Source: an optimization exercise on an open RTL-to-GDS flow (aim: small area). Production flows keep margins and buffers that such runs may drop.
At most, simulation tests tie the RTL to the original design; equivalence was not proved.
No activity file was given, so power comes from the tool's default toggle rates.

## v21
==> flow/design.v (excerpt) <==
module pc_ctrl_dmem #(
    parameter logic [31:0] PC_RESET = 32'h0000_0000
) (
    input  logic        clock,
    input  logic        reset,
    input  logic [31:0] nextPC,
    output logic [31:0] pc,
    input  logic [5:0]  opcode,
    input  logic [5:0]  funct,
    output logic [2:0]  ALUOp,
    output logic        ALUSrc,
    output logic        RegDst,
    output logic        RegWrite,
    output logic        MemtoReg,
    output logic        MemRead,
    output logic        MemWrite,
    output logic        Branch,
    output logic        Jump,
    input  logic [31:0] Address,
    input  logic [31:0] WriteData,
    output logic [31:0] ReadData
);
Size: about 4,800 cells after synthesis, roughly 190 I/O pins.
export LEC_CHECK = 0
export CAP_MARGIN = 10
export CORE_MARGIN = 2
export CORE_UTILIZATION = 65
export SETUP_SLACK_MARGIN = 0.1
export SLEW_MARGIN = 10
export SYNTH_HIERARCHICAL = 1
export SYNTH_MINIMUM_KEEP_SIZE = 0
create_clock -name core_clock -period 8.0 [get_ports {clock}]
standard.sh (not shown) runs the stock make flow with config.mk's settings and CLKGATE_MAP_FILE= SYNTH_SCRIPT=/design/flow/synth_recipe.tcl, a recipe that flattens the netlist after the stock synthesis.
==> flow/flow/run.sh <==
#!/bin/bash
# The standard layout (standard.sh: ORFS synth..finish, unchanged
# synthesis) with two changes:
#  - clock tree: large leaf clusters on clkbuf_16 and no dummy loads
#  - port buffers: buf_2 instead of the default choice
# All tool output goes to standard.log in this folder.
set -o pipefail
export CTS_ARGS="-sink_clustering_enable -repair_clock_nets -buf_list sky130_fd_sc_hd__clkbuf_16 -sink_clustering_size 30 -sink_clustering_max_diameter 60 -dont_use_dummy_load"
export BUFFER_PORTS_ARGS="-buffer_cell sky130_fd_sc_hd__buf_2"
bash standard.sh > standard.log 2>&1
Relative to v21, the following input files were edited for v44:
Settings: CORE_UTILIZATION: 65 -> 68.
diff --git a/flow/flow/run.sh b/flow/flow/run.sh
--- a/flow/flow/run.sh
+++ b/flow/flow/run.sh
@@ -8 +8 @@
-export CTS_ARGS="-sink_clustering_enable -repair_clock_nets -buf_list sky130_fd_sc_hd__clkbuf_16 -sink_clustering_size 30 -sink_clustering_max_diameter 60 -dont_use_dummy_load"
+export CTS_ARGS="-sink_clustering_enable -repair_clock_nets -buf_list sky130_fd_sc_hd__clkbuf_16 -sink_clustering_size 28 -sink_clustering_max_diameter 70 -dont_use_dummy_load"
[summary]
Looking at cell with the largest stage delay on the worst path, the sky130_fd_sc_hd__nor2_1 result is from v44; the sky130_fd_sc_hd__and3_1 one comes from v21.
In the tables for v21 and v44, number of antenna violations at the first check in global routing reads lower with v21.
The higher number of tap cells inserted came out of v21.
Delta (v44 minus v21): share of the final layout cell area in sequential cells went up by 1.1 points, maximum frequency down 1.3%, share of power burned in combinational logic now larger.
The inputs of v10 differ from those of v44 as listed below.
Settings: SETUP_SLACK_MARGIN: 0.1 -> unset; CORE_UTILIZATION: 68 -> 60.
### Flow results
- v10 ends up with higher clock share of power than v44 does.
- v44 has a higher worst-path maximum fanout than v10.
- v44 has a lower final cell count without fillers than v10.
- v44: no failed stages, no open violations at the end
- v10 finished all stages; the layout is clean.
- Min core utilization across v10 and v44: v10
- Overall via count from detail_route ended up 425 lower on v10 than on v44.
- Compared with v44, in v10 die height increased 20 um; biggest cell delay along the critical path decreased 0.07 ns.

indigo:
pc_ctrl_dmem, a different RTL version from the one above (not shown whole).
Size in the first run: about 2100 flip-flops, ~190 I/O pins, ~0.077 mm^2 of cells after synthesis.
export LEC_CHECK = 0
export CAP_MARGIN = 20
export CORE_MARGIN = 2
export CORE_UTILIZATION = 65
export CTS_BUF_LIST = sky130_fd_sc_hd__clkbuf_4 sky130_fd_sc_hd__clkbuf_8
export CTS_CLUSTER_SIZE = 20
export SLEW_MARGIN = 20
export SYNTH_HIERARCHICAL = 1
export SYNTH_MINIMUM_KEEP_SIZE = 0
create_clock -name core_clock -period 8.0 [get_ports {clock}]
run.sh (not shown) runs the stock make flow with config.mk's settings and CLKGATE_MAP_FILE= SYNTH_SCRIPT=/design/flow/synth_recipe.tcl, a recipe that flattens the netlist after the stock synthesis.
Stock flow here: none of the scripts above is used.
indigo went all the way through the flow, and no timing, DRC or antenna check failed.
Edits applied to the flow inputs when going from indigo to ember:
Settings: CORE_UTILIZATION changed from 65 to 40; CTS_CLUSTER_SIZE removed (was 20); CTS_BUF_LIST removed (was sky130_fd_sc_hd__clkbuf_4 sky130_fd_sc_hd__clkbuf_8).
--- outcome ---
Changes observed in ember relative to indigo: maximum operating frequency saw a decrease, layout overhead on the synthesized area now sits higher, global routing usage summed across all routing layers -15 points. Note that the first-iteration DRC count recorded for indigo amounts to 1.08 times the value seen in ember. ember finished end to end and its layout was clean on timing, DRC and antenna. ember: depth of the most critical reg-to-reg path lower than indigo. Total instance count after detailed placement (higher): ember. In the metrics for ember and indigo, the one carrying the lower number of gates resized after CTS is indigo. Compared with indigo, ember shows a lower worst setup slack. Design area, ember and indigo: higher on ember.
## Diff of input files: pepper against ember
Settings: swapping 20 for 10 in CAP_MARGIN; swapping 20 for 10 in SLEW_MARGIN; swapping 40 for 60 in CORE_UTILIZATION.
==> flow/flow/run.sh (new file) <==
#!/bin/bash
# Standard layout (the standard.sh) with a leaner clock tree (large
# leaf clusters on clkbuf_16, no dummy loads) and small port buffers.
# All tool output goes to standard.log in this folder.
set -o pipefail
export CTS_ARGS="-sink_clustering_enable -repair_clock_nets -buf_list sky130_fd_sc_hd__clkbuf_16 -sink_clustering_size 24 -sink_clustering_max_diameter 60 -dont_use_dummy_load"
export BUFFER_PORTS_ARGS="-buffer_cell sky130_fd_sc_hd__buf_2"
bash standard.sh > standard.log 2>&1
==> flow/standard.sh (new file) <==
#!/bin/bash
# synth_recipe.tcl (not shown) runs the flow's synth.tcl, then flattens the netlist and writes it again
# the make line also repeats each setting of config.mk as NAME=value (left out here)
make -C /OpenROAD-flow-scripts/flow DESIGN_CONFIG=/design/flow/config.mk WORK_HOME=/design/flow/orfs CLKGATE_MAP_FILE= SYNTH_SCRIPT=/design/flow/synth_recipe.tcl "${@:-finish}"
removed: flow/run.sh
Findings:
Across ember and pepper, the outcome is the same: a clean finish for every run. ember ended up with opcode[2] as its first element of the critical path; pepper ended up with Address[5]. In pepper, initial antenna violation count is lower than in ember. Per the comparison of pepper with ember, global-route wire length before repair saw a decrease, non-filler instance count after layout saw a decrease. Relative to ember, the leakage power measured on pepper has decreased by a few percent. pepper vs ember — number of cells in the design after placement dropped by more than 10%. Summary of the comparison: worst reg-to-reg path cell count is higher in pepper, relative to ember. Comparing ember and pepper, worst vdd rail ir drop is lower on pepper.
Function was not checked in any run of this note: the RTL went through the layout flow alone.

The RTL this note starts from:
==> flow/design.v <==
module pc_ctrl_dmem #(
    parameter logic [31:0] PC_RESET = 32'h0000_0000
) (
    input  logic        clock,
    input  logic        reset,
    input  logic [31:0] nextPC,
    output logic [31:0] pc,
    input  logic [5:0]  opcode,
    input  logic [5:0]  funct,
    output logic [2:0]  ALUOp,
    output logic        ALUSrc,
    output logic        RegDst,
    output logic        RegWrite,
    output logic        MemtoReg,
    output logic        MemRead,
    output logic        MemWrite,
    output logic        Branch,
    output logic        Jump,
    input  logic [31:0] Address,
    input  logic [31:0] WriteData,
    output logic [31:0] ReadData
);
    localparam int NP = 32;      
    logic [31:0]   r_pc;
    logic [31:0]   r_mem_h [0:NP-1];
    logic [31:0]   r_mem_t [0:NP-1];
    logic [NP-1:0] r_valid_h;
    logic [NP-1:0] r_valid_t;
    logic          r_pol_h;
    logic          r_pol_t;
    logic          r_pend_we;
    logic [5:0]    r_pend_index;
    logic [31:0]   r_pend_data;
    logic [10:0]   w_ctrl;
    logic          w_re;
    logic          w_we;
    logic [5:0]    w_index;
    logic [4:0]    w_pair;
    logic          w_head;
    logic          w_in_h;
    logic          w_direct;
    logic          w_defer;
    logic          w_commit;
    logic          w_fwd;
    logic          w_pol;
    logic [NP-1:0] w_pair_dec;
    logic [NP-1:0] w_pend_dec;
    logic [NP-1:0] w_set_d;        
    logic [NP-1:0] w_set_p;        
    logic [NP-1:0] w_keep;         
    logic [NP-1:0] w_vh_next;
    logic [NP-1:0] w_vt_next;
    logic [31:0]   w_wd_x;         
    logic [31:0]   w_pd_x;         
    logic [63:0]   w_rsel;
    logic [63:0]   w_rcol [0:31];
    logic [31:0]   w_tree;
    logic          w_pol_en;
    assign w_re    = w_ctrl[3];
    assign w_we    = w_ctrl[2];
    assign w_index = Address[7:2];
    assign w_pair  = w_index[5:1];
    assign w_head  = r_pol_h ^ r_pol_t;
    assign w_in_h  = (w_index[0] == w_head);
    always_ff @(posedge clock or negedge reset) begin
        if (!reset) begin
            r_pc <= PC_RESET;
        end else begin
            r_pc <= nextPC;
        end
    end
    always_comb begin
        w_ctrl = 11'b000_0000_0000;
        case (opcode)
            6'b000000: begin
                if (funct == 6'b001000) begin
                    w_ctrl = 11'b010_0_0_0_0_0_0_0_1;    
                end else begin
                    w_ctrl = 11'b010_0_1_1_0_0_0_0_0;    
                end
            end
            6'b001000: w_ctrl = 11'b000_1_0_1_0_0_0_0_0;  
            6'b001100: w_ctrl = 11'b011_1_0_1_0_0_0_0_0;  
            6'b001101: w_ctrl = 11'b100_1_0_1_0_0_0_0_0;  
            6'b001010: w_ctrl = 11'b101_1_0_1_0_0_0_0_0;  
            6'b100011: w_ctrl = 11'b000_1_0_1_1_1_0_0_0;  
            6'b101011: w_ctrl = 11'b000_1_0_0_0_0_1_0_0;  
            6'b000100: w_ctrl = 11'b001_0_0_0_0_0_0_1_0;  
            6'b000010: w_ctrl = 11'b111_0_0_0_0_0_0_0_1;  
            default:   w_ctrl = 11'b000_0000_0000;
        endcase
    end
    always_ff @(posedge clock or negedge reset) begin
        if (!reset) begin
            r_pol_h <= 1'b0;
            r_pol_t <= 1'b0;
        end else begin
            r_pol_h <= ~r_pol_t;
            r_pol_t <= r_pol_h;
        end
    end
    assign w_direct = w_we & ~w_in_h;
    assign w_defer  = w_we & w_in_h;
    assign w_commit = r_pend_we & ~(w_direct & (w_pair == r_pend_index[5:1]));
    always_ff @(posedge clock or negedge reset) begin
        if (!reset) begin
            r_pend_we <= 1'b0;
        end else begin
            r_pend_we <= w_defer;
        end
    end
    always_ff @(posedge clock) begin
        r_pend_index <= w_index;
        r_pend_data  <= WriteData;
    end
    always_comb begin
        for (int p = 0; p < NP; p++) begin
            w_pair_dec[p] = (w_pair == 5'(p));
            w_pend_dec[p] = (r_pend_index[5:1] == 5'(p));
        end
    end
    for (genvar p = 0; p < NP; p++) begin : g_ctl
        pcd_pair_ctl u_ctl (
            .dec    (w_pair_dec[p]),
            .pdec   (w_pend_dec[p]),
            .direct (w_direct),
            .commit (w_commit),
            .defer  (w_defer),
            .rd_h   (w_re & w_in_h),
            .rd_t   (w_re & ~w_in_h),
            .vh     (r_valid_h[p]),
            .vt     (r_valid_t[p]),
            .set_d  (w_set_d[p]),
            .set_p  (w_set_p[p]),
            .keep   (w_keep[p]),
            .vh_next(w_vh_next[p]),
            .vt_next(w_vt_next[p]),
            .rsel_h (w_rsel[2*p]),
            .rsel_t (w_rsel[2*p+1])
        );
    end
    assign w_wd_x  = WriteData ^ {32{r_pol_t}};
    assign w_pd_x  = r_pend_data ^ {32{r_pol_t}};
    always_ff @(posedge clock or negedge reset) begin
        if (!reset) begin
            r_valid_h <= '0;
            r_valid_t <= '0;
        end else begin
            r_valid_h <= w_vh_next;
            r_valid_t <= w_vt_next;
        end
    end
    for (genvar p = 0; p < NP; p++) begin : g_pair
        logic [31:0] w_next_h;
        for (genvar b = 0; b < 32; b++) begin : g_bit
            pcd_aoi222 u_in (
                .a1(w_keep[p]),  .a2(r_mem_t[p][b]),
                .b1(w_set_d[p]), .b2(w_wd_x[b]),
                .c1(w_set_p[p]), .c2(w_pd_x[b]),
                .y (w_next_h[b])
            );
        end
        always_ff @(posedge clock) begin
            r_mem_h[p] <= w_next_h;
            r_mem_t[p] <= r_mem_h[p];
        end
    end
    assign w_fwd = w_re & r_pend_we & (r_pend_index == w_index);
    assign w_pol = w_in_h ? r_pol_h : r_pol_t;
    assign w_pol_en = w_pol & (w_fwd | (|w_rsel));
    for (genvar b = 0; b < 32; b++) begin : g_rd
        for (genvar p = 0; p < NP; p++) begin : g_col
            assign w_rcol[b][2*p]   = r_mem_h[p][b];
            assign w_rcol[b][2*p+1] = r_mem_t[p][b];
        end
        pcd_rd_bit u_rd (
            .sel (w_rsel),
            .q   (w_rcol[b]),
            .fsel(w_fwd),
            .fq  (w_pd_x[b]),
            .d   (w_tree[b])
        );
    end
    assign ReadData = w_tree ^ {32{w_pol_en}};
    assign pc       = r_pc;
    assign ALUOp    = w_ctrl[10:8];
    assign ALUSrc   = w_ctrl[7];
    assign RegDst   = w_ctrl[6];
    assign RegWrite = w_ctrl[5];
    assign MemtoReg = w_ctrl[4];
    assign MemRead  = w_ctrl[3];
    assign MemWrite = w_ctrl[2];
    assign Branch   = w_ctrl[1];
    assign Jump     = w_ctrl[0];
endmodule
module pcd_pair_ctl (
    input  logic dec,        
    input  logic pdec,       
    input  logic direct,     
    input  logic commit,     
    input  logic defer,      
    input  logic rd_h,       
    input  logic rd_t,       
    input  logic vh,
    input  logic vt,
    output logic set_d,
    output logic set_p,
    output logic keep,
    output logic vh_next,
    output logic vt_next,
    output logic rsel_h,
    output logic rsel_t
);
    assign set_d   = dec & direct;
    assign set_p   = pdec & commit;
    assign keep    = ~(set_d | set_p);
    assign vh_next = ~keep | vt;
    assign vt_next = vh & ~(dec & defer);
    assign rsel_h  = dec & rd_h & vh;
    assign rsel_t  = dec & rd_t & vt;
endmodule
module pcd_rd_bit (
    input  logic [63:0] sel,
    input  logic [63:0] q,
    input  logic        fsel,
    input  logic        fq,
    output logic        d
);
    logic [21:0] w_n;      
    logic [5:0]  w_p;      
    logic [2:0]  w_m;      
    for (genvar k = 0; k < 21; k++) begin : g_aoi
        pcd_aoi222 u_aoi (
            .a1(sel[3*k]),   .a2(q[3*k]),
            .b1(sel[3*k+1]), .b2(q[3*k+1]),
            .c1(sel[3*k+2]), .c2(q[3*k+2]),
            .y (w_n[k])
        );
    end
    pcd_aoi22 u_last (.a1(sel[63]), .a2(q[63]), .b1(fsel), .b2(fq), .y(w_n[21]));
    for (genvar k = 0; k < 5; k++) begin : g_nand
        pcd_nand4 u_nand (.a(w_n[4*k]), .b(w_n[4*k+1]), .c(w_n[4*k+2]), .d(w_n[4*k+3]),
                          .y(w_p[k]));
    end
    pcd_nand2 u_nand5 (.a(w_n[20]), .b(w_n[21]), .y(w_p[5]));
    for (genvar k = 0; k < 3; k++) begin : g_nor
        pcd_nor2 u_nor (.a(w_p[2*k]), .b(w_p[2*k+1]), .y(w_m[k]));
    end
    pcd_nand3 u_out (.a(w_m[0]), .b(w_m[1]), .c(w_m[2]), .y(d));
endmodule
module pcd_aoi222 (
    input  logic a1, a2, b1, b2, c1, c2,
    output logic y
);
    assign y = ~((a1 & a2) | (b1 & b2) | (c1 & c2));
endmodule
module pcd_aoi22 (
    input  logic a1, a2, b1, b2,
    output logic y
);
    assign y = ~((a1 & a2) | (b1 & b2));
endmodule
module pcd_nand2 (
    input  logic a, b,
    output logic y
);
    assign y = ~(a & b);
endmodule
module pcd_nand3 (
    input  logic a, b, c,
    output logic y
);
    assign y = ~(a & b & c);
endmodule
module pcd_nand4 (
    input  logic a, b, c, d,
    output logic y
);
    assign y = ~(a & b & c & d);
endmodule
module pcd_nor2 (
    input  logic a, b,
    output logic y
);
    assign y = ~(a | b);
endmodule
Settings: LEC_CHECK=0, CAP_MARGIN=10, CORE_MARGIN=2, CORE_UTILIZATION=65, SETUP_SLACK_MARGIN=0.1, SLEW_MARGIN=10, SYNTH_HIERARCHICAL=1, SYNTH_MINIMUM_KEEP_SIZE=0; clock period 8.0 ns.
standard.sh (not shown) runs the stock make flow with config.mk's settings and CLKGATE_MAP_FILE= SYNTH_SCRIPT=/design/flow/synth_recipe.tcl, a recipe that flattens the netlist after the stock synthesis.
==> flow/flow/run.sh <==
#!/bin/bash
# The standard layout (standard.sh: ORFS synth..finish, unchanged
# synthesis) with two changes:
#  - clock tree: large leaf clusters on clkbuf_16 and no dummy loads
#  - port buffers: buf_2 instead of the default choice
# All tool output goes to standard.log in this folder.
set -o pipefail
export CTS_ARGS="-sink_clustering_enable -repair_clock_nets -buf_list sky130_fd_sc_hd__clkbuf_16 -sink_clustering_size 30 -sink_clustering_max_diameter 70 -dont_use_dummy_load"
export BUFFER_PORTS_ARGS="-buffer_cell sky130_fd_sc_hd__buf_2"
bash standard.sh > standard.log 2>&1
Then changed:
==> flow/flow/run.sh (replaced) <==
#!/bin/bash
# The standard layout (standard.sh: ORFS synth..finish, unchanged
# synthesis) with two changes:
#  - clock tree: large leaf clusters on clkbuf_16 and no dummy loads
#  - port buffers: buf_2 instead of the default choice
# All tool output goes to standard.log in this folder.
set -o pipefail
export CTS_ARGS="-sink_clustering_enable -repair_clock_nets -buf_list sky130_fd_sc_hd__clkbuf_16 -sink_clustering_size 28 -sink_clustering_max_diameter 70 -dont_use_dummy_load"
export BUFFER_PORTS_ARGS="-buffer_cell sky130_fd_sc_hd__buf_2"
bash standard.sh > standard.log 2>&1
- CORE_UTILIZATION: 65 -> 60
- SETUP_SLACK_MARGIN: 0.1 -> unset
Effect:
- utilization is lower by 5.7 points
- total power is higher by 1.3%
- critical path depth is unchanged
- non-clock buffer count is higher by 5
- design area is about the same
- combinational power barely changes
- routed wire length is higher by 1.1%
- worst setup slack gets worse by 360 ps
- register-to-register slack gets better by 270 ps
- worst hold slack is about the same

what the ideal ports hide:
How much do the figures lean on ideal ports? The routed layouts below were timed once more, with nothing changed but the port constraints. Step 1: set_driving_cell puts a clkbuf_16 on clock and a buf_2 on each other input, an assumption about the parent block. Step 2, shift: input delay + t, output delay - t, t = (earliest + latest rising clock arrival at the registers) / 2. This alone moves slack from input paths to output paths. Slacks: ideal / step 1 / step 2; pairs: ideal / step 1.
run	shift t [ns]	slack for setup (ns)	hold slack, ns	worst register clock-pin slew, ns	cell pins on the clock port's net
v21	0.831	0.468 / 0.449 / 0.449	0.309 / 0.309 / 0.309	0.11 / 0.11	1
v44	0.782	0.366 / 0.272 / 0.272	0.327 / 0.327 / 0.327	0.11 / 0.11	1
v10	0.800	0.253 / 0.233 / 0.233	0.308 / 0.308 / 0.308	0.11 / 0.11	1
indigo	1.108	0.334 / 0.292 / 0.292	0.418 / 0.418 / 0.418	0.07 / 0.07	1
ember	0.946	0.080 / 0.047 / 0.047	0.431 / 0.431 / 0.431	0.07 / 0.07	1
pepper	0.867	0.921 / 0.766 / 0.766	0.420 / 0.420 / 0.420	0.09 / 0.09	1
the first run of note 3	0.799	0.758 / 0.663 / 0.663	0.298 / 0.298 / 0.298	0.12 / 0.12	1
the second run of note 3	0.803	0.395 / 0.374 / 0.374	0.299 / 0.299 / 0.299	0.11 / 0.11	1
After both steps setup and hold are still met in every run listed. The setup slack of pepper, which loses most, moves by -0.155 ns with the drivers and by -0.155 ns with both steps.
